This is an optimization exercise on Yosys and OpenROAD, whose aim is small area and a short achievable clock period, not a production implementation. Function was not checked in any run shown here: the RTL went through the layout flow alone.

==> flow/design.v, too long to show whole: its modules and the start of the top module <==
// module twiddle_gen: 75 lines
// module cmplx_mult_scale: 2473 lines
// module csa_fa: 10 lines
// module csa_ha: 9 lines
// module twiddle_mult: 26 lines
module twiddle_mult
#(
    parameter int DATA_W    = 32,
    parameter int START_CNT = 64
) (
    input  logic              clk,
    input  logic              rst_n,
    input  logic [7:0]        cnt,
    input  logic [DATA_W-1:0] data_in,
    output logic [DATA_W-1:0] data_out
);
  // ...
==> flow/run.sh <==
#!/bin/bash
# synth_recipe.tcl (not shown) runs the flow's synth.tcl, then flattens the netlist and writes it again
# the make line also repeats each setting of config.mk as NAME=value (left out here)
make -C /OpenROAD-flow-scripts/flow DESIGN_CONFIG=/design/flow/config.mk WORK_HOME=/design/flow/orfs CLKGATE_MAP_FILE= SYNTH_SCRIPT=/design/flow/synth_recipe.tcl finish
==> flow/config.mk <==
export PLATFORM = sky130hd
export DESIGN_NAME = twiddle_mult
export DESIGN_NICKNAME = twiddle_mult
export VERILOG_FILES = /design/flow/design.v
export SDC_FILE = /design/flow/constraint.sdc
export NUM_CORES = 4
export LEC_CHECK = 0
export CAP_MARGIN = 20
export CORE_MARGIN = 2
export CORE_UTILIZATION = 40
export SLEW_MARGIN = 20
export SYNTH_HIERARCHICAL = 1
export SYNTH_MINIMUM_KEEP_SIZE = 0
==> flow/constraint.sdc <==
create_clock -name core_clock -period 8.0 [get_ports {clk}]
set_input_delay 1.6000 -clock core_clock [delete_from_list [all_inputs] [get_ports {clk}]]
set_output_delay 1.6000 -clock core_clock [all_outputs]
set_load 0.01 [all_outputs]
==> run summary, run 1 <==
* GRT overflow at 0
* Crit path launch: data_in[11]
* Slew HR at 0.306
* Max-cap violations at 0
* R2r worst-path depth at 19
* Final min period at 7.38 ns
* Commonest cells after routing, fill and taps aside: 379 x xnor2_1, 329 x fa_1, 304 x a22oi_1
* Sequential share of cell area at 0.0366
* Area growth syn-to-layout at 10.2%
* Critical Path Most Common Cell: fa_1
* Core area at 0.0454 mm^2
* H-tree depth at 2
* Clock buffers at 7
* Final Routed Wirelength at 56400 um
* Final Hold Viols at 0
* Top class by area: multi-input gates
* Slew Viols, Final at 0
* Critical Path Start Type: primary input
* Vias in the first global route at between 15000 and 20000
* Clock transition at path regs at about 0.07 ns
* Status: complete, no violations
* Critical Path RT at a little over 8 ns
* Hold slack final at approximately 1.9 ns
* Die W at 218 um
* Syn Area/Cell at approximately 9.5 um^2
* Critical-path top delay cell: clkdlybuf4s50_1
* Hold Path End: i_twiddle_gen.idx_q[1]$_SDFF_PN0_
* I/O pin count at 74
* Worst slack, placed at 0.393 ns
* First-pass GRT wire length at 90300 um
* Final Setup Violations at 0
* Detailed-route via count at 15316
==> module twiddle_gen, before the edit <==
module twiddle_gen (
    input  logic        clk,
    input  logic        rst_n,
    input  logic [7:0]  cnt,
    output logic [5:0]  cr_s1,
    output logic [5:0]  cr_s2,
    output logic [5:0]  cr_ng,
    output logic [5:0]  ci_s1,
    output logic [5:0]  ci_s2,
    output logic [5:0]  ci_ng,
    output logic [5:0]  mci_ng
);
    logic [4:0] pos;
    logic [4:0] idx_d;
    logic [4:0] idx_q;
    assign pos = cnt[4:0];
    always_comb begin
        case (cnt[7:5])
            3'd2: idx_d = pos;
            3'd3: idx_d = {pos[3:0], 1'b0};
            3'd4: idx_d = {pos[2:0], 2'b0};
            3'd5: idx_d = {pos[1:0], 3'b0};
            3'd6: idx_d = {pos[0], 4'b0};
            default: idx_d = 5'd0;
        endcase
    end
    always_ff @(posedge clk) begin
        if (!rst_n) idx_q <= 5'd0;
        else        idx_q <= idx_d;
    end
    logic [31:0] oh;
    assign oh = 32'd1 << idx_q;
    assign cr_s1[0] = |(oh & 32'h516272ea);
    assign cr_s1[1] = |(oh & 32'hf522895e);
    assign cr_s1[2] = |(oh & 32'h778823dc);
    assign cr_s1[3] = |(oh & 32'h354c6558);
    assign cr_s1[4] = |(oh & 32'h078c63c0);
    assign cr_s1[5] = |(oh & 32'hffc007ff);
    assign cr_s2[0] = |(oh & 32'h00880810);
    assign cr_s2[1] = |(oh & 32'h0adc76a0);
    assign cr_s2[2] = |(oh & 32'h00228800);
    assign cr_s2[3] = |(oh & 32'h08929220);
    assign cr_s2[4] = |(oh & 32'h00701c00);
    assign cr_s2[5] = |(oh & 32'h00000000);
    assign cr_ng[0] = |(oh & 32'h41ca58fa);
    assign cr_ng[1] = |(oh & 32'h3f362606);
    assign cr_ng[2] = |(oh & 32'h2780a814);
    assign cr_ng[3] = |(oh & 32'h044a5338);
    assign cr_ng[4] = |(oh & 32'h003c07c0);
    assign cr_ng[5] = |(oh & 32'hffc00000);
    assign ci_s1[0] = |(oh & 32'h8d145162);
    assign ci_s1[1] = |(oh & 32'h895ef522);
    assign ci_s1[2] = |(oh & 32'h23dc7788);
    assign ci_s1[3] = |(oh & 32'h6558354c);
    assign ci_s1[4] = |(oh & 32'h63c0078c);
    assign ci_s1[5] = |(oh & 32'h07ffffc0);
    assign ci_s2[0] = |(oh & 32'h22000088);
    assign ci_s2[1] = |(oh & 32'h76a00adc);
    assign ci_s2[2] = |(oh & 32'h88000022);
    assign ci_s2[3] = |(oh & 32'h92200892);
    assign ci_s2[4] = |(oh & 32'h1c000070);
    assign ci_s2[5] = |(oh & 32'h00000000);
    assign ci_ng[0] = |(oh & 32'ha70441ca);
    assign ci_ng[1] = |(oh & 32'hd9f83f36);
    assign ci_ng[2] = |(oh & 32'h03c82780);
    assign ci_ng[3] = |(oh & 32'ha440044a);
    assign ci_ng[4] = |(oh & 32'h7800003c);
    assign ci_ng[5] = |(oh & 32'h07ffffc0);
    assign mci_ng[0] = |(oh & 32'h08101020);
    assign mci_ng[1] = |(oh & 32'h2606c0c8);
    assign mci_ng[2] = |(oh & 32'ha814502a);
    assign mci_ng[3] = |(oh & 32'h53383994);
    assign mci_ng[4] = |(oh & 32'h07c007c0);
    assign mci_ng[5] = |(oh & 32'h00000000);
endmodule
==> run 2, diff against run 1 <==
--- a/flow/design.v
+++ b/flow/design.v
@@ -19,28 +19,28 @@
     output logic [5:0]  cr_ng,
     output logic [5:0]  ci_s1,
     output logic [5:0]  ci_s2,
     output logic [5:0]  ci_ng,
     output logic [5:0]  mci_ng
 );
     logic [4:0] pos;
     logic [4:0] idx_d;
-    logic [4:0] idx_q;
     assign pos = cnt[4:0];
     always_comb begin
         case (cnt[7:5])
             3'd2: idx_d = pos;
             3'd3: idx_d = {pos[3:0], 1'b0};
             3'd4: idx_d = {pos[2:0], 2'b0};
             3'd5: idx_d = {pos[1:0], 3'b0};
             3'd6: idx_d = {pos[0], 4'b0};
             default: idx_d = 5'd0;
         endcase
     end
+    logic [4:0] idx_q;
     always_ff @(posedge clk) begin
         if (!rst_n) idx_q <= 5'd0;
         else        idx_q <= idx_d;
     end
     logic [31:0] oh;
     assign oh = 32'd1 << idx_q;
     assign cr_s1[0] = |(oh & 32'h516272ea);
     assign cr_s1[1] = |(oh & 32'hf522895e);
@@ -1435,17 +1435,16 @@
     assign re_w197 = ((ci_s1[5] & b[10]));
     assign re_w198 = ((ci_s1[5] & b[11]));
     assign re_w199 = ((ci_s1[5] & b[12]));
     assign re_w200 = ((ci_s1[5] & b[13]));
     assign re_w201 = ((ci_s1[5] & b[14]));
     assign re_w202 = ((ci_s1[5] & b[15]));
     logic [25:0] re_x;
     logic [25:0] re_y;
-    logic [25:0] re_sum;
     csa_ha u_re_w203 (.a(cr_ng[3]), .b(mci_ng[3]), .s(re_w203), .co(re_w204));
     csa_fa u_re_w205 (.a(cr_ng[4]), .b(mci_ng[4]), .c(re_w9), .s(re_w205), .co(re_w206));
     csa_ha u_re_w207 (.a(re_w24), .b(re_w39), .s(re_w207), .co(re_w208));
     csa_fa u_re_w209 (.a(re_w10), .b(re_w25), .c(re_w40), .s(re_w209), .co(re_w210));
     csa_ha u_re_w211 (.a(re_w55), .b(re_w70), .s(re_w211), .co(re_w212));
     csa_fa u_re_w213 (.a(cr_ng[5]), .b(re_w11), .c(re_w26), .s(re_w213), .co(re_w214));
     csa_fa u_re_w215 (.a(re_w41), .b(re_w56), .c(re_w71), .s(re_w215), .co(re_w216));
     csa_fa u_re_w217 (.a(re_w86), .b(re_w112), .c(re_w127), .s(re_w217), .co(re_w218));
@@ -1462,24 +1461,27 @@
     csa_fa u_re_w239 (.a(re_w60), .b(re_w75), .c(re_w90), .s(re_w239), .co(re_w240));
     csa_fa u_re_w241 (.a(re_w116), .b(re_w131), .c(re_w146), .s(re_w241), .co(re_w242));
     csa_fa u_re_w243 (.a(re_w16), .b(re_w31), .c(re_w46), .s(re_w243), .co(re_w244));
     csa_fa u_re_w245 (.a(re_w61), .b(re_w76), .c(re_w91), .s(re_w245), .co(re_w246));
     csa_fa u_re_w247 (.a(re_w117), .b(re_w132), .c(re_w147), .s(re_w247), .co(re_w248));
     csa_fa u_re_w249 (.a(re_w17), .b(re_w32), .c(re_w47), .s(re_w249), .co(re_w250));
     csa_fa u_re_w251 (.a(re_w62), .b(re_w77), .c(re_w92), .s(re_w251), .co(re_w252));
     csa_fa u_re_w253 (.a(re_w118), .b(re_w133), .c(re_w148), .s(re_w253), .co(re_w254));
-    csa_fa u_re_w255 (.a(1'b1), .b(re_w33), .c(re_w48), .s(re_w255), .co(re_w256));
+    assign re_w255 = ~(re_w33 ^ re_w48);
+    assign re_w256 = re_w33 | re_w48;
     csa_fa u_re_w257 (.a(re_w63), .b(re_w78), .c(re_w93), .s(re_w257), .co(re_w258));
     csa_ha u_re_w259 (.a(re_w134), .b(re_w149), .s(re_w259), .co(re_w260));
-    csa_fa u_re_w261 (.a(1'b1), .b(re_w34), .c(re_w49), .s(re_w261), .co(re_w262));
+    assign re_w261 = ~(re_w34 ^ re_w49);
+    assign re_w262 = re_w34 | re_w49;
     csa_fa u_re_w263 (.a(re_w64), .b(re_w79), .c(re_w94), .s(re_w263), .co(re_w264));
     csa_ha u_re_w265 (.a(re_w135), .b(re_w150), .s(re_w265), .co(re_w266));
     csa_fa u_re_w267 (.a(re_w50), .b(re_w65), .c(re_w80), .s(re_w267), .co(re_w268));
-    csa_ha u_re_w269 (.a(1'b1), .b(re_w51), .s(re_w269), .co(re_w270));
+    assign re_w269 = ~re_w51;
+    assign re_w270 = re_w51;
     csa_fa u_re_w271 (.a(cr_ng[2]), .b(mci_ng[2]), .c(re_w5), .s(re_w271), .co(re_w272));
     csa_ha u_re_w273 (.a(re_w6), .b(re_w21), .s(re_w273), .co(re_w274));
     csa_fa u_re_w275 (.a(re_w203), .b(re_w7), .c(re_w22), .s(re_w275), .co(re_w276));
     csa_fa u_re_w277 (.a(re_w37), .b(re_w52), .c(re_w108), .s(re_w277), .co(re_w278));
     csa_fa u_re_w279 (.a(re_w204), .b(re_w8), .c(re_w23), .s(re_w279), .co(re_w280));
     csa_fa u_re_w281 (.a(re_w38), .b(re_w53), .c(re_w109), .s(re_w281), .co(re_w282));
     csa_ha u_re_w283 (.a(re_w124), .b(re_w139), .s(re_w283), .co(re_w284));
     csa_fa u_re_w285 (.a(re_w54), .b(re_w69), .c(re_w110), .s(re_w285), .co(re_w286));
@@ -1518,17 +1520,18 @@
     csa_fa u_re_w351 (.a(re_w95), .b(re_w151), .c(re_w166), .s(re_w351), .co(re_w352));
     csa_fa u_re_w353 (.a(re_w181), .b(re_w196), .c(re_w266), .s(re_w353), .co(re_w354));
     csa_fa u_re_w355 (.a(re_w262), .b(re_w264), .c(re_w267), .s(re_w355), .co(re_w356));
     csa_fa u_re_w357 (.a(re_w66), .b(re_w81), .c(re_w96), .s(re_w357), .co(re_w358));
     csa_fa u_re_w359 (.a(re_w152), .b(re_w167), .c(re_w182), .s(re_w359), .co(re_w360));
     csa_fa u_re_w361 (.a(re_w197), .b(re_w269), .c(re_w268), .s(re_w361), .co(re_w362));
     csa_fa u_re_w363 (.a(re_w67), .b(re_w82), .c(re_w97), .s(re_w363), .co(re_w364));
     csa_fa u_re_w365 (.a(re_w168), .b(re_w183), .c(re_w198), .s(re_w365), .co(re_w366));
-    csa_fa u_re_w367 (.a(1'b1), .b(re_w68), .c(re_w83), .s(re_w367), .co(re_w368));
+    assign re_w367 = ~(re_w68 ^ re_w83);
+    assign re_w368 = re_w68 | re_w83;
     csa_ha u_re_w369 (.a(re_w98), .b(re_w169), .s(re_w369), .co(re_w370));
     csa_fa u_re_w371 (.a(cr_ng[1]), .b(mci_ng[1]), .c(re_w3), .s(re_w371), .co(re_w372));
     csa_ha u_re_w373 (.a(re_w4), .b(re_w19), .s(re_w373), .co(re_w374));
     csa_fa u_re_w375 (.a(re_w20), .b(re_w35), .c(re_w106), .s(re_w375), .co(re_w376));
     csa_ha u_re_w377 (.a(re_w121), .b(re_w136), .s(re_w377), .co(re_w378));
     csa_fa u_re_w379 (.a(re_w36), .b(re_w107), .c(re_w122), .s(re_w379), .co(re_w380));
     csa_fa u_re_w381 (.a(re_w137), .b(re_w273), .c(re_w272), .s(re_w381), .co(re_w382));
     csa_fa u_re_w383 (.a(re_w123), .b(re_w138), .c(re_w153), .s(re_w383), .co(re_w384));
@@ -1562,17 +1565,18 @@
     csa_fa u_re_w439 (.a(re_w352), .b(re_w357), .c(re_w359), .s(re_w439), .co(re_w440));
     csa_fa u_re_w441 (.a(re_w354), .b(re_w356), .c(re_w361), .s(re_w441), .co(re_w442));
     csa_fa u_re_w443 (.a(re_w270), .b(re_w358), .c(re_w360), .s(re_w443), .co(re_w444));
     csa_fa u_re_w445 (.a(re_w363), .b(re_w365), .c(re_w362), .s(re_w445), .co(re_w446));
     csa_fa u_re_w447 (.a(re_w184), .b(re_w199), .c(re_w369), .s(re_w447), .co(re_w448));
     csa_fa u_re_w449 (.a(re_w364), .b(re_w366), .c(re_w367), .s(re_w449), .co(re_w450));
     csa_fa u_re_w451 (.a(re_w84), .b(re_w99), .c(re_w185), .s(re_w451), .co(re_w452));
     csa_fa u_re_w453 (.a(re_w200), .b(re_w370), .c(re_w368), .s(re_w453), .co(re_w454));
-    csa_fa u_re_w455 (.a(1'b1), .b(re_w85), .c(re_w100), .s(re_w455), .co(re_w456));
+    assign re_w455 = ~(re_w85 ^ re_w100);
+    assign re_w456 = re_w85 | re_w100;
     csa_ha u_re_w457 (.a(re_w186), .b(re_w201), .s(re_w457), .co(re_w458));
     csa_ha u_re_w459 (.a(cr_ng[0]), .b(mci_ng[0]), .s(re_w459), .co(re_w460));
     csa_ha u_re_w461 (.a(re_w18), .b(re_w104), .s(re_w461), .co(re_w462));
     csa_fa u_re_w463 (.a(re_w105), .b(re_w120), .c(re_w373), .s(re_w463), .co(re_w464));
     csa_fa u_re_w465 (.a(re_w374), .b(re_w377), .c(re_w375), .s(re_w465), .co(re_w466));
     csa_fa u_re_w467 (.a(re_w378), .b(re_w376), .c(re_w379), .s(re_w467), .co(re_w468));
     csa_fa u_re_w469 (.a(re_w380), .b(re_w383), .c(re_w382), .s(re_w469), .co(re_w470));
     csa_fa u_re_w471 (.a(re_w384), .b(re_w386), .c(re_w387), .s(re_w471), .co(re_w472));
@@ -1617,20 +1621,30 @@
     csa_fa u_re_w549 (.a(re_w441), .b(re_w496), .c(re_w497), .s(re_w549), .co(re_w550));
     csa_fa u_re_w551 (.a(re_w445), .b(re_w498), .c(re_w499), .s(re_w551), .co(re_w552));
     csa_fa u_re_w553 (.a(re_w446), .b(re_w501), .c(re_w500), .s(re_w553), .co(re_w554));
     csa_fa u_re_w555 (.a(re_w453), .b(re_w502), .c(re_w503), .s(re_w555), .co(re_w556));
     csa_fa u_re_w557 (.a(re_w454), .b(re_w505), .c(re_w504), .s(re_w557), .co(re_w558));
     csa_fa u_re_w559 (.a(re_w456), .b(re_w507), .c(re_w506), .s(re_w559), .co(re_w560));
     assign re_x = {re_w559, re_w556, re_w555, re_w552, re_w550, re_w548, re_w546, re_w544, re_w542, re_w540, re_w538, re_w536, re_w534, re_w532, re_w530, re_w528, re_w526, re_w524, re_w522, re_w520, re_w518, re_w516, re_w514, re_w512, re_w510, re_w102};
     assign re_y = {re_w558, re_w557, re_w554, re_w553, re_w551, re_w549, re_w547, re_w545, re_w543, re_w541, re_w539, re_w537, re_w535, re_w533, re_w531, re_w529, re_w527, re_w525, re_w523, re_w521, re_w519, re_w517, re_w515, re_w513, re_w511, re_w509};
-    logic [25:0] re_g0, re_p0;
-    assign re_g0 = re_x & re_y;
-    assign re_p0 = re_x ^ re_y;
-    logic [25:0] re_g1, re_p1;
+    logic [6:0] re_lo;
+    assign re_lo = {1'b0, re_x[5:0]} + {1'b0, re_y[5:0]};
+    logic [19:0] re_xq, re_yq;
+    logic re_cq;
+    logic [19:0] re_sum;
+    always_ff @(posedge clk) begin
+        re_xq <= re_x[25:6];
+        re_yq <= re_y[25:6];
+        re_cq <= re_lo[6];
+    end
+    logic [20:0] re_g0, re_p0;
+    assign re_g0 = {re_xq & re_yq, re_cq};
+    assign re_p0 = {re_xq ^ re_yq, 1'b0};
+    logic [20:0] re_g1, re_p1;
     assign re_g1[0] = re_g0[0];
     assign re_p1[0] = re_p0[0];
     assign re_g1[1] = re_g0[1] | (re_p0[1] & re_g0[0]);
     assign re_p1[1] = re_p0[1] & re_p0[0];
     assign re_g1[2] = re_g0[2] | (re_p0[2] & re_g0[1]);
     assign re_p1[2] = re_p0[2] & re_p0[1];
     assign re_g1[3] = re_g0[3] | (re_p0[3] & re_g0[2]);
     assign re_p1[3] = re_p0[3] & re_p0[2];
@@ -1663,27 +1677,17 @@
     assign re_g1[17] = re_g0[17] | (re_p0[17] & re_g0[16]);
     assign re_p1[17] = re_p0[17] & re_p0[16];
     assign re_g1[18] = re_g0[18] | (re_p0[18] & re_g0[17]);
     assign re_p1[18] = re_p0[18] & re_p0[17];
     assign re_g1[19] = re_g0[19] | (re_p0[19] & re_g0[18]);
     assign re_p1[19] = re_p0[19] & re_p0[18];
     assign re_g1[20] = re_g0[20] | (re_p0[20] & re_g0[19]);
     assign re_p1[20] = re_p0[20] & re_p0[19];
-    assign re_g1[21] = re_g0[21] | (re_p0[21] & re_g0[20]);
-    assign re_p1[21] = re_p0[21] & re_p0[20];
-    assign re_g1[22] = re_g0[22] | (re_p0[22] & re_g0[21]);
-    assign re_p1[22] = re_p0[22] & re_p0[21];
-    assign re_g1[23] = re_g0[23] | (re_p0[23] & re_g0[22]);
-    assign re_p1[23] = re_p0[23] & re_p0[22];
-    assign re_g1[24] = re_g0[24] | (re_p0[24] & re_g0[23]);
-    assign re_p1[24] = re_p0[24] & re_p0[23];
-    assign re_g1[25] = re_g0[25] | (re_p0[25] & re_g0[24]);
-    assign re_p1[25] = re_p0[25] & re_p0[24];
-    logic [25:0] re_g2, re_p2;
+    logic [20:0] re_g2, re_p2;
     assign re_g2[0] = re_g1[0];
     assign re_p2[0] = re_p1[0];
     assign re_g2[1] = re_g1[1];
     assign re_p2[1] = re_p1[1];
     assign re_g2[2] = re_g1[2] | (re_p1[2] & re_g1[0]);
     assign re_p2[2] = re_p1[2] & re_p1[0];
     assign re_g2[3] = re_g1[3] | (re_p1[3] & re_g1[1]);
     assign re_p2[3] = re_p1[3] & re_p1[1];
@@ -1716,27 +1720,17 @@
     assign re_g2[17] = re_g1[17] | (re_p1[17] & re_g1[15]);
     assign re_p2[17] = re_p1[17] & re_p1[15];
     assign re_g2[18] = re_g1[18] | (re_p1[18] & re_g1[16]);
     assign re_p2[18] = re_p1[18] & re_p1[16];
     assign re_g2[19] = re_g1[19] | (re_p1[19] & re_g1[17]);
     assign re_p2[19] = re_p1[19] & re_p1[17];
     assign re_g2[20] = re_g1[20] | (re_p1[20] & re_g1[18]);
     assign re_p2[20] = re_p1[20] & re_p1[18];
-    assign re_g2[21] = re_g1[21] | (re_p1[21] & re_g1[19]);
-    assign re_p2[21] = re_p1[21] & re_p1[19];
-    assign re_g2[22] = re_g1[22] | (re_p1[22] & re_g1[20]);
-    assign re_p2[22] = re_p1[22] & re_p1[20];
-    assign re_g2[23] = re_g1[23] | (re_p1[23] & re_g1[21]);
-    assign re_p2[23] = re_p1[23] & re_p1[21];
-    assign re_g2[24] = re_g1[24] | (re_p1[24] & re_g1[22]);
-    assign re_p2[24] = re_p1[24] & re_p1[22];
-    assign re_g2[25] = re_g1[25] | (re_p1[25] & re_g1[23]);
-    assign re_p2[25] = re_p1[25] & re_p1[23];
-    logic [25:0] re_g3, re_p3;
+    logic [20:0] re_g3, re_p3;
     assign re_g3[0] = re_g2[0];
     assign re_p3[0] = re_p2[0];
     assign re_g3[1] = re_g2[1];
     assign re_p3[1] = re_p2[1];
     assign re_g3[2] = re_g2[2];
     assign re_p3[2] = re_p2[2];
     assign re_g3[3] = re_g2[3];
     assign re_p3[3] = re_p2[3];
@@ -1769,27 +1763,17 @@
     assign re_g3[17] = re_g2[17] | (re_p2[17] & re_g2[13]);
     assign re_p3[17] = re_p2[17] & re_p2[13];
     assign re_g3[18] = re_g2[18] | (re_p2[18] & re_g2[14]);
     assign re_p3[18] = re_p2[18] & re_p2[14];
     assign re_g3[19] = re_g2[19] | (re_p2[19] & re_g2[15]);
     assign re_p3[19] = re_p2[19] & re_p2[15];
     assign re_g3[20] = re_g2[20] | (re_p2[20] & re_g2[16]);
     assign re_p3[20] = re_p2[20] & re_p2[16];
-    assign re_g3[21] = re_g2[21] | (re_p2[21] & re_g2[17]);
-    assign re_p3[21] = re_p2[21] & re_p2[17];
-    assign re_g3[22] = re_g2[22] | (re_p2[22] & re_g2[18]);
-    assign re_p3[22] = re_p2[22] & re_p2[18];
-    assign re_g3[23] = re_g2[23] | (re_p2[23] & re_g2[19]);
-    assign re_p3[23] = re_p2[23] & re_p2[19];
-    assign re_g3[24] = re_g2[24] | (re_p2[24] & re_g2[20]);
-    assign re_p3[24] = re_p2[24] & re_p2[20];
-    assign re_g3[25] = re_g2[25] | (re_p2[25] & re_g2[21]);
-    assign re_p3[25] = re_p2[25] & re_p2[21];
-    logic [25:0] re_g4, re_p4;
+    logic [20:0] re_g4, re_p4;
     assign re_g4[0] = re_g3[0];
     assign re_p4[0] = re_p3[0];
     assign re_g4[1] = re_g3[1];
     assign re_p4[1] = re_p3[1];
     assign re_g4[2] = re_g3[2];
     assign re_p4[2] = re_p3[2];
     assign re_g4[3] = re_g3[3];
     assign re_p4[3] = re_p3[3];
@@ -1822,27 +1806,17 @@
     assign re_g4[17] = re_g3[17] | (re_p3[17] & re_g3[9]);
     assign re_p4[17] = re_p3[17] & re_p3[9];
     assign re_g4[18] = re_g3[18] | (re_p3[18] & re_g3[10]);
     assign re_p4[18] = re_p3[18] & re_p3[10];
     assign re_g4[19] = re_g3[19] | (re_p3[19] & re_g3[11]);
     assign re_p4[19] = re_p3[19] & re_p3[11];
     assign re_g4[20] = re_g3[20] | (re_p3[20] & re_g3[12]);
     assign re_p4[20] = re_p3[20] & re_p3[12];
-    assign re_g4[21] = re_g3[21] | (re_p3[21] & re_g3[13]);
-    assign re_p4[21] = re_p3[21] & re_p3[13];
-    assign re_g4[22] = re_g3[22] | (re_p3[22] & re_g3[14]);
-    assign re_p4[22] = re_p3[22] & re_p3[14];
-    assign re_g4[23] = re_g3[23] | (re_p3[23] & re_g3[15]);
-    assign re_p4[23] = re_p3[23] & re_p3[15];
-    assign re_g4[24] = re_g3[24] | (re_p3[24] & re_g3[16]);
-    assign re_p4[24] = re_p3[24] & re_p3[16];
-    assign re_g4[25] = re_g3[25] | (re_p3[25] & re_g3[17]);
-    assign re_p4[25] = re_p3[25] & re_p3[17];
-    logic [25:0] re_g5, re_p5;
+    logic [20:0] re_g5, re_p5;
     assign re_g5[0] = re_g4[0];
     assign re_p5[0] = re_p4[0];
     assign re_g5[1] = re_g4[1];
     assign re_p5[1] = re_p4[1];
     assign re_g5[2] = re_g4[2];
     assign re_p5[2] = re_p4[2];
     assign re_g5[3] = re_g4[3];
     assign re_p5[3] = re_p4[3];
@@ -1875,27 +1849,17 @@
     assign re_g5[17] = re_g4[17] | (re_p4[17] & re_g4[1]);
     assign re_p5[17] = re_p4[17] & re_p4[1];
     assign re_g5[18] = re_g4[18] | (re_p4[18] & re_g4[2]);
     assign re_p5[18] = re_p4[18] & re_p4[2];
     assign re_g5[19] = re_g4[19] | (re_p4[19] & re_g4[3]);
     assign re_p5[19] = re_p4[19] & re_p4[3];
     assign re_g5[20] = re_g4[20] | (re_p4[20] & re_g4[4]);
     assign re_p5[20] = re_p4[20] & re_p4[4];
-    assign re_g5[21] = re_g4[21] | (re_p4[21] & re_g4[5]);
-    assign re_p5[21] = re_p4[21] & re_p4[5];
-    assign re_g5[22] = re_g4[22] | (re_p4[22] & re_g4[6]);
-    assign re_p5[22] = re_p4[22] & re_p4[6];
-    assign re_g5[23] = re_g4[23] | (re_p4[23] & re_g4[7]);
-    assign re_p5[23] = re_p4[23] & re_p4[7];
-    assign re_g5[24] = re_g4[24] | (re_p4[24] & re_g4[8]);
-    assign re_p5[24] = re_p4[24] & re_p4[8];
-    assign re_g5[25] = re_g4[25] | (re_p4[25] & re_g4[9]);
-    assign re_p5[25] = re_p4[25] & re_p4[9];
-    assign re_sum = re_p0 ^ {re_g5[24:0], 1'b0};
+    assign re_sum = re_p0[20:1] ^ re_g5[19:0];
     assign im_w1 = (((ci_s1[0] & a[0])) ^ ci_ng[0]);
     assign im_w2 = (((ci_s1[0] & a[1]) | (ci_s2[0] & a[0])) ^ ci_ng[0]);
     assign im_w3 = (((ci_s1[0] & a[2]) | (ci_s2[0] & a[1])) ^ ci_ng[0]);
     assign im_w4 = (((ci_s1[0] & a[3]) | (ci_s2[0] & a[2])) ^ ci_ng[0]);
     assign im_w5 = (((ci_s1[0] & a[4]) | (ci_s2[0] & a[3])) ^ ci_ng[0]);
     assign im_w6 = (((ci_s1[0] & a[5]) | (ci_s2[0] & a[4])) ^ ci_ng[0]);
     assign im_w7 = (((ci_s1[0] & a[6]) | (ci_s2[0] & a[5])) ^ ci_ng[0]);
     assign im_w8 = (((ci_s1[0] & a[7]) | (ci_s2[0] & a[6])) ^ ci_ng[0]);
@@ -1971,32 +1935,32 @@
     assign im_w78 = (((ci_s1[4] & a[9]) | (ci_s2[4] & a[8])) ^ ci_ng[4]);
     assign im_w79 = (((ci_s1[4] & a[10]) | (ci_s2[4] & a[9])) ^ ci_ng[4]);
     assign im_w80 = (((ci_s1[4] & a[11]) | (ci_s2[4] & a[10])) ^ ci_ng[4]);
     assign im_w81 = (((ci_s1[4] & a[12]) | (ci_s2[4] & a[11])) ^ ci_ng[4]);
     assign im_w82 = (((ci_s1[4] & a[13]) | (ci_s2[4] & a[12])) ^ ci_ng[4]);
     assign im_w83 = (((ci_s1[4] & a[14]) | (ci_s2[4] & a[13])) ^ ci_ng[4]);
     assign im_w84 = (((ci_s1[4] & a[15]) | (ci_s2[4] & a[14])) ^ ci_ng[4]);
     assign im_w85 = ~(((ci_s1[4] & a[15]) | (ci_s2[4] & a[15])) ^ ci_ng[4]);
-    assign im_w86 = (((ci_s1[5] & a[0])) ^ ci_ng[5]);
-    assign im_w87 = (((ci_s1[5] & a[1])) ^ ci_ng[5]);
-    assign im_w88 = (((ci_s1[5] & a[2])) ^ ci_ng[5]);
-    assign im_w89 = (((ci_s1[5] & a[3])) ^ ci_ng[5]);
-    assign im_w90 = (((ci_s1[5] & a[4])) ^ ci_ng[5]);
-    assign im_w91 = (((ci_s1[5] & a[5])) ^ ci_ng[5]);
-    assign im_w92 = (((ci_s1[5] & a[6])) ^ ci_ng[5]);
-    assign im_w93 = (((ci_s1[5] & a[7])) ^ ci_ng[5]);
-    assign im_w94 = (((ci_s1[5] & a[8])) ^ ci_ng[5]);
-    assign im_w95 = (((ci_s1[5] & a[9])) ^ ci_ng[5]);
-    assign im_w96 = (((ci_s1[5] & a[10])) ^ ci_ng[5]);
-    assign im_w97 = (((ci_s1[5] & a[11])) ^ ci_ng[5]);
-    assign im_w98 = (((ci_s1[5] & a[12])) ^ ci_ng[5]);
-    assign im_w99 = (((ci_s1[5] & a[13])) ^ ci_ng[5]);
-    assign im_w100 = (((ci_s1[5] & a[14])) ^ ci_ng[5]);
-    assign im_w101 = (((ci_s1[5] & a[15])) ^ ci_ng[5]);
+    assign im_w86 = ((ci_s1[5] & ~a[0]));
+    assign im_w87 = ((ci_s1[5] & ~a[1]));
+    assign im_w88 = ((ci_s1[5] & ~a[2]));
+    assign im_w89 = ((ci_s1[5] & ~a[3]));
+    assign im_w90 = ((ci_s1[5] & ~a[4]));
+    assign im_w91 = ((ci_s1[5] & ~a[5]));
+    assign im_w92 = ((ci_s1[5] & ~a[6]));
+    assign im_w93 = ((ci_s1[5] & ~a[7]));
+    assign im_w94 = ((ci_s1[5] & ~a[8]));
+    assign im_w95 = ((ci_s1[5] & ~a[9]));
+    assign im_w96 = ((ci_s1[5] & ~a[10]));
+    assign im_w97 = ((ci_s1[5] & ~a[11]));
+    assign im_w98 = ((ci_s1[5] & ~a[12]));
+    assign im_w99 = ((ci_s1[5] & ~a[13]));
+    assign im_w100 = ((ci_s1[5] & ~a[14]));
+    assign im_w101 = ((ci_s1[5] & ~a[15]));
     assign im_w102 = (((cr_s1[0] & b[0])) ^ cr_ng[0]);
     assign im_w103 = (((cr_s1[0] & b[1]) | (cr_s2[0] & b[0])) ^ cr_ng[0]);
     assign im_w104 = (((cr_s1[0] & b[2]) | (cr_s2[0] & b[1])) ^ cr_ng[0]);
     assign im_w105 = (((cr_s1[0] & b[3]) | (cr_s2[0] & b[2])) ^ cr_ng[0]);
     assign im_w106 = (((cr_s1[0] & b[4]) | (cr_s2[0] & b[3])) ^ cr_ng[0]);
     assign im_w107 = (((cr_s1[0] & b[5]) | (cr_s2[0] & b[4])) ^ cr_ng[0]);
     assign im_w108 = (((cr_s1[0] & b[6]) | (cr_s2[0] & b[5])) ^ cr_ng[0]);
     assign im_w109 = (((cr_s1[0] & b[7]) | (cr_s2[0] & b[6])) ^ cr_ng[0]);
@@ -2090,17 +2054,16 @@
     assign im_w197 = (((cr_s1[5] & b[10])) ^ cr_ng[5]);
     assign im_w198 = (((cr_s1[5] & b[11])) ^ cr_ng[5]);
     assign im_w199 = (((cr_s1[5] & b[12])) ^ cr_ng[5]);
     assign im_w200 = (((cr_s1[5] & b[13])) ^ cr_ng[5]);
     assign im_w201 = (((cr_s1[5] & b[14])) ^ cr_ng[5]);
     assign im_w202 = (((cr_s1[5] & b[15])) ^ cr_ng[5]);
     logic [25:0] im_x;
     logic [25:0] im_y;
-    logic [25:0] im_sum;
     csa_ha u_im_w203 (.a(ci_ng[5]), .b(cr_ng[5]), .s(im_w203), .co(im_w204));
     csa_ha u_im_w205 (.a(ci_ng[3]), .b(cr_ng[3]), .s(im_w205), .co(im_w206));
     csa_fa u_im_w207 (.a(ci_ng[4]), .b(cr_ng[4]), .c(im_w9), .s(im_w207), .co(im_w208));
     csa_ha u_im_w209 (.a(im_w24), .b(im_w39), .s(im_w209), .co(im_w210));
     csa_fa u_im_w211 (.a(im_w10), .b(im_w25), .c(im_w40), .s(im_w211), .co(im_w212));
     csa_ha u_im_w213 (.a(im_w55), .b(im_w70), .s(im_w213), .co(im_w214));
     csa_fa u_im_w215 (.a(im_w203), .b(im_w11), .c(im_w26), .s(im_w215), .co(im_w216));
     csa_fa u_im_w217 (.a(im_w41), .b(im_w56), .c(im_w71), .s(im_w217), .co(im_w218));
@@ -2124,24 +2087,27 @@
     csa_fa u_im_w253 (.a(im_w16), .b(im_w31), .c(im_w46), .s(im_w253), .co(im_w254));
     csa_fa u_im_w255 (.a(im_w61), .b(im_w76), .c(im_w91), .s(im_w255), .co(im_w256));
     csa_fa u_im_w257 (.a(im_w117), .b(im_w132), .c(im_w147), .s(im_w257), .co(im_w258));
     csa_ha u_im_w259 (.a(im_w162), .b(im_w177), .s(im_w259), .co(im_w260));
     csa_fa u_im_w261 (.a(im_w17), .b(im_w32), .c(im_w47), .s(im_w261), .co(im_w262));
     csa_fa u_im_w263 (.a(im_w62), .b(im_w77), .c(im_w92), .s(im_w263), .co(im_w264));
     csa_fa u_im_w265 (.a(im_w118), .b(im_w133), .c(im_w148), .s(im_w265), .co(im_w266));
     csa_ha u_im_w267 (.a(im_w163), .b(im_w178), .s(im_w267), .co(im_w268));
-    csa_fa u_im_w269 (.a(1'b1), .b(im_w33), .c(im_w48), .s(im_w269), .co(im_w270));
+    assign im_w269 = ~(im_w33 ^ im_w48);
+    assign im_w270 = im_w33 | im_w48;
     csa_fa u_im_w271 (.a(im_w63), .b(im_w78), .c(im_w93), .s(im_w271), .co(im_w272));
     csa_fa u_im_w273 (.a(im_w134), .b(im_w149), .c(im_w164), .s(im_w273), .co(im_w274));
-    csa_fa u_im_w275 (.a(1'b1), .b(im_w34), .c(im_w49), .s(im_w275), .co(im_w276));
+    assign im_w275 = ~(im_w34 ^ im_w49);
+    assign im_w276 = im_w34 | im_w49;
     csa_fa u_im_w277 (.a(im_w64), .b(im_w79), .c(im_w94), .s(im_w277), .co(im_w278));
     csa_ha u_im_w279 (.a(im_w135), .b(im_w150), .s(im_w279), .co(im_w280));
     csa_fa u_im_w281 (.a(im_w50), .b(im_w65), .c(im_w80), .s(im_w281), .co(im_w282));
-    csa_ha u_im_w283 (.a(1'b1), .b(im_w51), .s(im_w283), .co(im_w284));
+    assign im_w283 = ~im_w51;
+    assign im_w284 = im_w51;
     csa_fa u_im_w285 (.a(ci_ng[2]), .b(cr_ng[2]), .c(im_w5), .s(im_w285), .co(im_w286));
     csa_ha u_im_w287 (.a(im_w6), .b(im_w21), .s(im_w287), .co(im_w288));
     csa_fa u_im_w289 (.a(im_w205), .b(im_w7), .c(im_w22), .s(im_w289), .co(im_w290));
     csa_fa u_im_w291 (.a(im_w37), .b(im_w52), .c(im_w108), .s(im_w291), .co(im_w292));
     csa_fa u_im_w293 (.a(im_w206), .b(im_w8), .c(im_w23), .s(im_w293), .co(im_w294));
     csa_fa u_im_w295 (.a(im_w38), .b(im_w53), .c(im_w109), .s(im_w295), .co(im_w296));
     csa_ha u_im_w297 (.a(im_w124), .b(im_w139), .s(im_w297), .co(im_w298));
     csa_fa u_im_w299 (.a(im_w54), .b(im_w69), .c(im_w110), .s(im_w299), .co(im_w300));
@@ -2180,17 +2146,18 @@
     csa_fa u_im_w365 (.a(im_w95), .b(im_w151), .c(im_w166), .s(im_w365), .co(im_w366));
     csa_fa u_im_w367 (.a(im_w181), .b(im_w196), .c(im_w280), .s(im_w367), .co(im_w368));
     csa_fa u_im_w369 (.a(im_w276), .b(im_w278), .c(im_w281), .s(im_w369), .co(im_w370));
     csa_fa u_im_w371 (.a(im_w66), .b(im_w81), .c(im_w96), .s(im_w371), .co(im_w372));
     csa_fa u_im_w373 (.a(im_w152), .b(im_w167), .c(im_w182), .s(im_w373), .co(im_w374));
     csa_fa u_im_w375 (.a(im_w197), .b(im_w283), .c(im_w282), .s(im_w375), .co(im_w376));
     csa_fa u_im_w377 (.a(im_w67), .b(im_w82), .c(im_w97), .s(im_w377), .co(im_w378));
     csa_fa u_im_w379 (.a(im_w168), .b(im_w183), .c(im_w198), .s(im_w379), .co(im_w380));
-    csa_fa u_im_w381 (.a(1'b1), .b(im_w68), .c(im_w83), .s(im_w381), .co(im_w382));
+    assign im_w381 = ~(im_w68 ^ im_w83);
+    assign im_w382 = im_w68 | im_w83;
     csa_ha u_im_w383 (.a(im_w98), .b(im_w169), .s(im_w383), .co(im_w384));
     csa_fa u_im_w385 (.a(ci_ng[1]), .b(cr_ng[1]), .c(im_w3), .s(im_w385), .co(im_w386));
     csa_ha u_im_w387 (.a(im_w4), .b(im_w19), .s(im_w387), .co(im_w388));
     csa_fa u_im_w389 (.a(im_w20), .b(im_w35), .c(im_w106), .s(im_w389), .co(im_w390));
     csa_ha u_im_w391 (.a(im_w121), .b(im_w136), .s(im_w391), .co(im_w392));
     csa_fa u_im_w393 (.a(im_w36), .b(im_w107), .c(im_w122), .s(im_w393), .co(im_w394));
     csa_fa u_im_w395 (.a(im_w137), .b(im_w287), .c(im_w286), .s(im_w395), .co(im_w396));
     csa_fa u_im_w397 (.a(im_w123), .b(im_w138), .c(im_w153), .s(im_w397), .co(im_w398));
@@ -2224,17 +2191,18 @@
     csa_fa u_im_w453 (.a(im_w366), .b(im_w371), .c(im_w373), .s(im_w453), .co(im_w454));
     csa_fa u_im_w455 (.a(im_w368), .b(im_w370), .c(im_w375), .s(im_w455), .co(im_w456));
     csa_fa u_im_w457 (.a(im_w284), .b(im_w372), .c(im_w374), .s(im_w457), .co(im_w458));
     csa_fa u_im_w459 (.a(im_w377), .b(im_w379), .c(im_w376), .s(im_w459), .co(im_w460));
     csa_fa u_im_w461 (.a(im_w184), .b(im_w199), .c(im_w383), .s(im_w461), .co(im_w462));
     csa_fa u_im_w463 (.a(im_w378), .b(im_w380), .c(im_w381), .s(im_w463), .co(im_w464));
     csa_fa u_im_w465 (.a(im_w84), .b(im_w99), .c(im_w185), .s(im_w465), .co(im_w466));
     csa_fa u_im_w467 (.a(im_w200), .b(im_w384), .c(im_w382), .s(im_w467), .co(im_w468));
-    csa_fa u_im_w469 (.a(1'b1), .b(im_w85), .c(im_w100), .s(im_w469), .co(im_w470));
+    assign im_w469 = ~(im_w85 ^ im_w100);
+    assign im_w470 = im_w85 | im_w100;
     csa_ha u_im_w471 (.a(im_w186), .b(im_w201), .s(im_w471), .co(im_w472));
     csa_ha u_im_w473 (.a(ci_ng[0]), .b(cr_ng[0]), .s(im_w473), .co(im_w474));
     csa_ha u_im_w475 (.a(im_w18), .b(im_w104), .s(im_w475), .co(im_w476));
     csa_fa u_im_w477 (.a(im_w105), .b(im_w120), .c(im_w387), .s(im_w477), .co(im_w478));
     csa_fa u_im_w479 (.a(im_w388), .b(im_w391), .c(im_w389), .s(im_w479), .co(im_w480));
     csa_fa u_im_w481 (.a(im_w392), .b(im_w390), .c(im_w393), .s(im_w481), .co(im_w482));
     csa_fa u_im_w483 (.a(im_w394), .b(im_w397), .c(im_w396), .s(im_w483), .co(im_w484));
     csa_fa u_im_w485 (.a(im_w398), .b(im_w400), .c(im_w401), .s(im_w485), .co(im_w486));
@@ -2279,20 +2247,30 @@
     csa_fa u_im_w563 (.a(im_w455), .b(im_w510), .c(im_w511), .s(im_w563), .co(im_w564));
     csa_fa u_im_w565 (.a(im_w459), .b(im_w512), .c(im_w513), .s(im_w565), .co(im_w566));
     csa_fa u_im_w567 (.a(im_w460), .b(im_w515), .c(im_w514), .s(im_w567), .co(im_w568));
     csa_fa u_im_w569 (.a(im_w467), .b(im_w516), .c(im_w517), .s(im_w569), .co(im_w570));
     csa_fa u_im_w571 (.a(im_w468), .b(im_w519), .c(im_w518), .s(im_w571), .co(im_w572));
     csa_fa u_im_w573 (.a(im_w470), .b(im_w521), .c(im_w520), .s(im_w573), .co(im_w574));
     assign im_x = {im_w573, im_w570, im_w569, im_w566, im_w564, im_w562, im_w560, im_w558, im_w556, im_w554, im_w552, im_w550, im_w548, im_w546, im_w544, im_w542, im_w540, im_w538, im_w536, im_w534, im_w532, im_w530, im_w528, im_w526, im_w524, im_w102};
     assign im_y = {im_w572, im_w571, im_w568, im_w567, im_w565, im_w563, im_w561, im_w559, im_w557, im_w555, im_w553, im_w551, im_w549, im_w547, im_w545, im_w543, im_w541, im_w539, im_w537, im_w535, im_w533, im_w531, im_w529, im_w527, im_w525, im_w523};
-    logic [25:0] im_g0, im_p0;
-    assign im_g0 = im_x & im_y;
-    assign im_p0 = im_x ^ im_y;
-    logic [25:0] im_g1, im_p1;
+    logic [6:0] im_lo;
+    assign im_lo = {1'b0, im_x[5:0]} + {1'b0, im_y[5:0]};
+    logic [19:0] im_xq, im_yq;
+    logic im_cq;
+    logic [19:0] im_sum;
+    always_ff @(posedge clk) begin
+        im_xq <= im_x[25:6];
+        im_yq <= im_y[25:6];
+        im_cq <= im_lo[6];
+    end
+    logic [20:0] im_g0, im_p0;
+    assign im_g0 = {im_xq & im_yq, im_cq};
+    assign im_p0 = {im_xq ^ im_yq, 1'b0};
+    logic [20:0] im_g1, im_p1;
     assign im_g1[0] = im_g0[0];
     assign im_p1[0] = im_p0[0];
     assign im_g1[1] = im_g0[1] | (im_p0[1] & im_g0[0]);
     assign im_p1[1] = im_p0[1] & im_p0[0];
     assign im_g1[2] = im_g0[2] | (im_p0[2] & im_g0[1]);
     assign im_p1[2] = im_p0[2] & im_p0[1];
     assign im_g1[3] = im_g0[3] | (im_p0[3] & im_g0[2]);
     assign im_p1[3] = im_p0[3] & im_p0[2];
@@ -2325,27 +2303,17 @@
     assign im_g1[17] = im_g0[17] | (im_p0[17] & im_g0[16]);
     assign im_p1[17] = im_p0[17] & im_p0[16];
     assign im_g1[18] = im_g0[18] | (im_p0[18] & im_g0[17]);
     assign im_p1[18] = im_p0[18] & im_p0[17];
     assign im_g1[19] = im_g0[19] | (im_p0[19] & im_g0[18]);
     assign im_p1[19] = im_p0[19] & im_p0[18];
     assign im_g1[20] = im_g0[20] | (im_p0[20] & im_g0[19]);
     assign im_p1[20] = im_p0[20] & im_p0[19];
-    assign im_g1[21] = im_g0[21] | (im_p0[21] & im_g0[20]);
-    assign im_p1[21] = im_p0[21] & im_p0[20];
-    assign im_g1[22] = im_g0[22] | (im_p0[22] & im_g0[21]);
-    assign im_p1[22] = im_p0[22] & im_p0[21];
-    assign im_g1[23] = im_g0[23] | (im_p0[23] & im_g0[22]);
-    assign im_p1[23] = im_p0[23] & im_p0[22];
-    assign im_g1[24] = im_g0[24] | (im_p0[24] & im_g0[23]);
-    assign im_p1[24] = im_p0[24] & im_p0[23];
-    assign im_g1[25] = im_g0[25] | (im_p0[25] & im_g0[24]);
-    assign im_p1[25] = im_p0[25] & im_p0[24];
-    logic [25:0] im_g2, im_p2;
+    logic [20:0] im_g2, im_p2;
     assign im_g2[0] = im_g1[0];
     assign im_p2[0] = im_p1[0];
     assign im_g2[1] = im_g1[1];
     assign im_p2[1] = im_p1[1];
     assign im_g2[2] = im_g1[2] | (im_p1[2] & im_g1[0]);
     assign im_p2[2] = im_p1[2] & im_p1[0];
     assign im_g2[3] = im_g1[3] | (im_p1[3] & im_g1[1]);
     assign im_p2[3] = im_p1[3] & im_p1[1];
@@ -2378,27 +2346,17 @@
     assign im_g2[17] = im_g1[17] | (im_p1[17] & im_g1[15]);
     assign im_p2[17] = im_p1[17] & im_p1[15];
     assign im_g2[18] = im_g1[18] | (im_p1[18] & im_g1[16]);
     assign im_p2[18] = im_p1[18] & im_p1[16];
     assign im_g2[19] = im_g1[19] | (im_p1[19] & im_g1[17]);
     assign im_p2[19] = im_p1[19] & im_p1[17];
     assign im_g2[20] = im_g1[20] | (im_p1[20] & im_g1[18]);
     assign im_p2[20] = im_p1[20] & im_p1[18];
-    assign im_g2[21] = im_g1[21] | (im_p1[21] & im_g1[19]);
-    assign im_p2[21] = im_p1[21] & im_p1[19];
-    assign im_g2[22] = im_g1[22] | (im_p1[22] & im_g1[20]);
-    assign im_p2[22] = im_p1[22] & im_p1[20];
-    assign im_g2[23] = im_g1[23] | (im_p1[23] & im_g1[21]);
-    assign im_p2[23] = im_p1[23] & im_p1[21];
-    assign im_g2[24] = im_g1[24] | (im_p1[24] & im_g1[22]);
-    assign im_p2[24] = im_p1[24] & im_p1[22];
-    assign im_g2[25] = im_g1[25] | (im_p1[25] & im_g1[23]);
-    assign im_p2[25] = im_p1[25] & im_p1[23];
-    logic [25:0] im_g3, im_p3;
+    logic [20:0] im_g3, im_p3;
     assign im_g3[0] = im_g2[0];
     assign im_p3[0] = im_p2[0];
     assign im_g3[1] = im_g2[1];
     assign im_p3[1] = im_p2[1];
     assign im_g3[2] = im_g2[2];
     assign im_p3[2] = im_p2[2];
     assign im_g3[3] = im_g2[3];
     assign im_p3[3] = im_p2[3];
@@ -2431,27 +2389,17 @@
     assign im_g3[17] = im_g2[17] | (im_p2[17] & im_g2[13]);
     assign im_p3[17] = im_p2[17] & im_p2[13];
     assign im_g3[18] = im_g2[18] | (im_p2[18] & im_g2[14]);
     assign im_p3[18] = im_p2[18] & im_p2[14];
     assign im_g3[19] = im_g2[19] | (im_p2[19] & im_g2[15]);
     assign im_p3[19] = im_p2[19] & im_p2[15];
     assign im_g3[20] = im_g2[20] | (im_p2[20] & im_g2[16]);
     assign im_p3[20] = im_p2[20] & im_p2[16];
-    assign im_g3[21] = im_g2[21] | (im_p2[21] & im_g2[17]);
-    assign im_p3[21] = im_p2[21] & im_p2[17];
-    assign im_g3[22] = im_g2[22] | (im_p2[22] & im_g2[18]);
-    assign im_p3[22] = im_p2[22] & im_p2[18];
-    assign im_g3[23] = im_g2[23] | (im_p2[23] & im_g2[19]);
-    assign im_p3[23] = im_p2[23] & im_p2[19];
-    assign im_g3[24] = im_g2[24] | (im_p2[24] & im_g2[20]);
-    assign im_p3[24] = im_p2[24] & im_p2[20];
-    assign im_g3[25] = im_g2[25] | (im_p2[25] & im_g2[21]);
-    assign im_p3[25] = im_p2[25] & im_p2[21];
-    logic [25:0] im_g4, im_p4;
+    logic [20:0] im_g4, im_p4;
     assign im_g4[0] = im_g3[0];
     assign im_p4[0] = im_p3[0];
     assign im_g4[1] = im_g3[1];
     assign im_p4[1] = im_p3[1];
     assign im_g4[2] = im_g3[2];
     assign im_p4[2] = im_p3[2];
     assign im_g4[3] = im_g3[3];
     assign im_p4[3] = im_p3[3];
@@ -2484,27 +2432,17 @@
     assign im_g4[17] = im_g3[17] | (im_p3[17] & im_g3[9]);
     assign im_p4[17] = im_p3[17] & im_p3[9];
     assign im_g4[18] = im_g3[18] | (im_p3[18] & im_g3[10]);
     assign im_p4[18] = im_p3[18] & im_p3[10];
     assign im_g4[19] = im_g3[19] | (im_p3[19] & im_g3[11]);
     assign im_p4[19] = im_p3[19] & im_p3[11];
     assign im_g4[20] = im_g3[20] | (im_p3[20] & im_g3[12]);
     assign im_p4[20] = im_p3[20] & im_p3[12];
-    assign im_g4[21] = im_g3[21] | (im_p3[21] & im_g3[13]);
-    assign im_p4[21] = im_p3[21] & im_p3[13];
-    assign im_g4[22] = im_g3[22] | (im_p3[22] & im_g3[14]);
-    assign im_p4[22] = im_p3[22] & im_p3[14];
-    assign im_g4[23] = im_g3[23] | (im_p3[23] & im_g3[15]);
-    assign im_p4[23] = im_p3[23] & im_p3[15];
-    assign im_g4[24] = im_g3[24] | (im_p3[24] & im_g3[16]);
-    assign im_p4[24] = im_p3[24] & im_p3[16];
-    assign im_g4[25] = im_g3[25] | (im_p3[25] & im_g3[17]);
-    assign im_p4[25] = im_p3[25] & im_p3[17];
-    logic [25:0] im_g5, im_p5;
+    logic [20:0] im_g5, im_p5;
     assign im_g5[0] = im_g4[0];
     assign im_p5[0] = im_p4[0];
     assign im_g5[1] = im_g4[1];
     assign im_p5[1] = im_p4[1];
     assign im_g5[2] = im_g4[2];
     assign im_p5[2] = im_p4[2];
     assign im_g5[3] = im_g4[3];
     assign im_p5[3] = im_p4[3];
@@ -2537,31 +2475,20 @@
     assign im_g5[17] = im_g4[17] | (im_p4[17] & im_g4[1]);
     assign im_p5[17] = im_p4[17] & im_p4[1];
     assign im_g5[18] = im_g4[18] | (im_p4[18] & im_g4[2]);
     assign im_p5[18] = im_p4[18] & im_p4[2];
     assign im_g5[19] = im_g4[19] | (im_p4[19] & im_g4[3]);
     assign im_p5[19] = im_p4[19] & im_p4[3];
     assign im_g5[20] = im_g4[20] | (im_p4[20] & im_g4[4]);
     assign im_p5[20] = im_p4[20] & im_p4[4];
-    assign im_g5[21] = im_g4[21] | (im_p4[21] & im_g4[5]);
-    assign im_p5[21] = im_p4[21] & im_p4[5];
-    assign im_g5[22] = im_g4[22] | (im_p4[22] & im_g4[6]);
-    assign im_p5[22] = im_p4[22] & im_p4[6];
-    assign im_g5[23] = im_g4[23] | (im_p4[23] & im_g4[7]);
-    assign im_p5[23] = im_p4[23] & im_p4[7];
-    assign im_g5[24] = im_g4[24] | (im_p4[24] & im_g4[8]);
-    assign im_p5[24] = im_p4[24] & im_p4[8];
-    assign im_g5[25] = im_g4[25] | (im_p4[25] & im_g4[9]);
-    assign im_p5[25] = im_p4[25] & im_p4[9];
-    assign im_sum = im_p0 ^ {im_g5[24:0], 1'b0};
-    always_ff @(posedge clk) begin
-        if (!rst_n) data_out <= '0;
-        else        data_out <= {re_sum[25:10], im_sum[25:10]};
-    end
+    assign im_sum = im_p0[20:1] ^ im_g5[19:0];
+    logic live_q;
+    always_ff @(posedge clk) live_q <= rst_n;
+    assign data_out = live_q ? {re_sum[19:4], im_sum[19:4]} : 32'd0;
 endmodule
 module csa_fa (
     input  logic a,
     input  logic b,
     input  logic c,
     output logic s,
     output logic co
 );
==> flow/flow/run.sh (new file) <==
#!/bin/bash
# Standard layout, except that the port buffers are buf_4 cells instead of the
# default choice (a slow delay buffer). Every port still gets its own buffer.
set -euo pipefail
export BUFFER_PORTS_ARGS="-buffer_cell sky130_fd_sc_hd__buf_4"
bash standard.sh finish > standard_finish.log 2>&1
==> flow/standard.sh (new file) <==
#!/bin/bash
# synth_recipe.tcl (not shown) runs the flow's synth.tcl, then flattens the netlist and writes it again
# the make line also repeats each setting of config.mk as NAME=value (left out here)
make -C /OpenROAD-flow-scripts/flow DESIGN_CONFIG=/design/flow/config.mk WORK_HOME=/design/flow/orfs CLKGATE_MAP_FILE= SYNTH_SCRIPT=/design/flow/synth_recipe.tcl "${@:-finish}"
==> flow/config.mk (replaced) <==
export PLATFORM = sky130hd
export DESIGN_NAME = twiddle_mult
export DESIGN_NICKNAME = twiddle_mult
export VERILOG_FILES = /design/flow/design.v
export SDC_FILE = /design/flow/constraint.sdc
export NUM_CORES = 4
export LEC_CHECK = 0
export CAP_MARGIN = 20
export CORE_MARGIN = 2
export CORE_UTILIZATION = 40
export CTS_BUF_LIST = sky130_fd_sc_hd__clkbuf_4 sky130_fd_sc_hd__clkbuf_8
export CTS_CLUSTER_DIAMETER = 100
export CTS_CLUSTER_SIZE = 30
export SETUP_SLACK_MARGIN = 3.5
export SLEW_MARGIN = 20
export SYNTH_HIERARCHICAL = 1
export SYNTH_MINIMUM_KEEP_SIZE = 0
export TNS_END_PERCENT = 100
removed: flow/run.sh
==> run summary, run 2 <==
* Critical Path Start Type: flip-flop (was primary input)
* Hold Path End: i_cmplx_mult_scale.live_q$_DFF_P_ (was i_twiddle_gen.idx_q[1]$_SDFF_PN0_)
* First-pass GRT wire length at 98800 um (was 90300 um)
* TritonCTS clock tree: built (unchanged)
* First drt pass iteration count at 6 (was 7)
* Setup TNS at 0 ns (unchanged)
* Final Routed Wirelength at 66600 um (was 56400 um)
* Total GRT Usage at 0.258 (was 0.244)
* Gp weighted congestion at 0.935 (was 0.907)
* Final min period at 4.46 ns (was 7.38 ns)
* Rows at 79 (was 78)
* Area of the die at 0.0494 mm^2 (was 0.0477 mm^2)
* Largest net degree at the start of global routing at 50 (unchanged)
* Worst setup EP type: flip-flop (unchanged)
* Starting DRT DRC Count at 1639 (was 1551)
* Final period util at 0.558 (was 0.922)
* Crit-path max FO at 18 (was 12)
* Port bufs at 73 (unchanged)
* Met2 wirelength from detailed routing at 30300 um (was 26500 um)
* CTS Buf Count at 9 (was 5)
* Max-cap violations at 0 (unchanged)
* Vias in the first global route at 16727 (was 16134)
* Initial antenna violation count at 3 (was 0)
* Final worst setup slack at 3.54 ns (was 0.624 ns)
* Detailed-route via count at 16124 (was 15316)
* H-tree depth at 3 (was 2)
* Final Setup Violations at 0 (unchanged)
* Slew Viols, Final at 0 (unchanged)
* Commonest cells after routing, fill and taps aside: 356 x xnor2_1, 318 x fa_1, 295 x a22oi_1 (was 379 x xnor2_1, 329 x fa_1, 304 x a22oi_1)
* Share of cells above drive strength 1 at 0.176 (was 0.104)
* DR WL/cell at 25.8 um (was 22.4 um)
* Nets at 2415 (was 2375)
* Slew HR at 0.335 (was 0.306)
* CP Class: flip-flop to flip-flop (was primary input to flip-flop)
* Initial Util at 0.407 (was 0.405)
* Post-DP HPWL at 41600 um (was 42900 um)
* Yosys warning count at 8 (unchanged)
* Clock transition at path regs at 0.09 ns (was 0.07 ns)
* Final Skew at 0.0249 ns (was 0.0122 ns)
* Syn Area/Cell at 9.68 um^2 (was 9.53 um^2)
* Final Hold Viols at 0 (unchanged)
* Core area at 0.0468 mm^2 (was 0.0454 mm^2)
* Post-CTS Hold Buffers at 0 (unchanged)
* GRT overflow at 0 (unchanged)
* M1 WL at 24900 um (was 23000 um)
* Clock latency (worst-skew pair) at 0.44 ns (was 0.31 ns)
* Critical Path RT at 8.30 ns (was 8.23 ns)
* Root Buffer: clkbuf_8 (was clkbuf_16)
* Mapped Cells at 1968 (was 1931)
* CP Data Arrival Time at 4.76 ns (was 7.60 ns)
* Area growth syn-to-layout at 15.1% (was 10.2%)
* Crit Reg-Reg Startpoint: i_twiddle_gen.idx_q[4]$_SDFF_PN0_ (was i_twiddle_gen.idx_q[1]$_SDFF_PN0_)
* Hold path depth at 1 (was 3)
* RR Endpoint: i_cmplx_mult_scale.im_yq[13]$_DFF_P_ (was i_cmplx_mult_scale.data_out[31]$_SDFF_PN0_)
* Final antenna-violating net count at 0 (unchanged)
* Commonest non-fill, non-tap cell in the layout: xnor2_1 (unchanged)
* Mapped cell area at 0.0191 mm^2 (was 0.0184 mm^2)
* Die W at 222 um (was 218 um)
* Remaining DRCs at 0 (unchanged)
* Fmax at 224 MHz (was 136 MHz)
* CTS Buffer Depth at 2 (unchanged)
* R2r worst-path depth at 13 (was 19)
* HP Class: primary input to flip-flop (unchanged)
* I/O pin count at 74 (unchanged)
* R2r setup slk at 3.54 ns (was 0.64 ns)
* Status: complete, no violations (unchanged)
* Slew @ Worst Pin at 0.998 ns (was 1.04 ns)
* Met3 WL at 7070 um (was 4380 um)
* Clock sink count at 88 (was 37)
* HP Start: rst_n (was cnt[1])
* Die Y at 222 um (was 218 um)
* Top sig layer: met4 (was met5)
* Worst slack, placed at 2.79 ns (was 0.393 ns)
* Via/cell ratio at 6.25 (was 6.08)
* RSZ-0062 raised after global routing: yes (was no)
run 2: worst max-delay path: stages, from the launching register on:
cell and delay [ns]:
dfxtp_2 0.41, buf_12 0.20, or2b_1 0.32, a21oi_1 0.21
nor3_1 0.08, nor2_2 0.21, buf_12 0.19, a22oi_1 0.11
xnor2_1 0.32, fa_1 0.49, fa_1 0.40, fa_1 0.45
fa_1 0.51, fa_1 0.42
run 2: how the worst max path moves through the flow:
stage                                            startpoint                                    to  slack (ns)
after floorplan                                 data_in[31]  i_cmplx_mult_scale.re_yq[11]$_DFF_P_        3.50
after global placement    i_twiddle_gen.idx_q[4]$_SDFF_PN0_   i_cmplx_mult_scale.im_yq[8]$_DFF_P_        2.73
after detailed placement  i_twiddle_gen.idx_q[1]$_SDFF_PN0_   i_cmplx_mult_scale.re_yq[5]$_DFF_P_        2.79
after CTS                 i_twiddle_gen.idx_q[4]$_SDFF_PN0_  i_cmplx_mult_scale.im_yq[11]$_DFF_P_        3.50
after global routing      i_twiddle_gen.idx_q[3]$_SDFF_PN0_   i_cmplx_mult_scale.re_yq[7]$_DFF_P_        3.45
final                     i_twiddle_gen.idx_q[4]$_SDFF_PN0_  i_cmplx_mult_scale.im_yq[13]$_DFF_P_        3.54
run 2: area by class of cell:
class / instances / area, um^2
diodes: 4 / 10.0
flip-flops and latches: 88 / 1770
repair buffers: 194 / 1990
well taps: 607 / 759
fillers: 4245 / 24800
multi-input cells: 1637 / 17100
clock buffers: 12 / 159
clock inverters: 4 / 28.8
inverters: 32 / 130
run 2: metal layers:
metal	GRT usage	vias up
met1	0.325	8050
li1	-	6784
met2	0.413	1026
met3	0.0499	264
met4	0.150	0
met5	0	-
run 2: through the flow:
stage | hold WS, ns | utilization | cell area [um^2] | std cells
2_1_floorplan | 1.32 | - | 19100 | 1968
3_3_place_gp | 1.62 | 0.428 | 20000 | 2473
3_5_place_dp | 1.63 | 0.428 | 20000 | 2473
4_1_cts | 1.35 | 0.448 | 20900 | 2525
5_1_grt | 1.35 | 0.469 | 21900 | 2578
6_report | 1.35 | 0.469 | 21900 | 2578
run 2: repair_timing:
item	4_1_cts	5_1_grt
gates resized for setup	88	92
gates cloned	7	13
setup buffers	29	36
setup endpoints to repair	79	67
pin swaps	11	35

-- port drivers added, routing unchanged --
No port has a modelled driver above. Below, the same layouts with a new extraction and two added sets of constraints. Step 1 sets driving cells, clkbuf_16 on the clock port and buf_2 on the other inputs (assumed; they add their load-dependent delay and slew). Step 2 also shifts input and output timing later by t, the mid clock arrival at the registers, as if the neighbouring blocks saw the same clock. Three values: ideal ports, drivers, drivers and shift; two values: the first two.
run | t, ns | slack for setup (ns) | cell pins on the clock port's net
run 1 | 0.361 | 0.624 / 0.637 / 0.287 | 1
run 2 | 0.478 | 3.539 / 3.501 / 3.024 | 1
After both steps setup and hold are still met in every run listed. For run 2, which loses most, drivers alone change the setup slack by -0.038 ns; drivers and shift together by -0.515 ns.
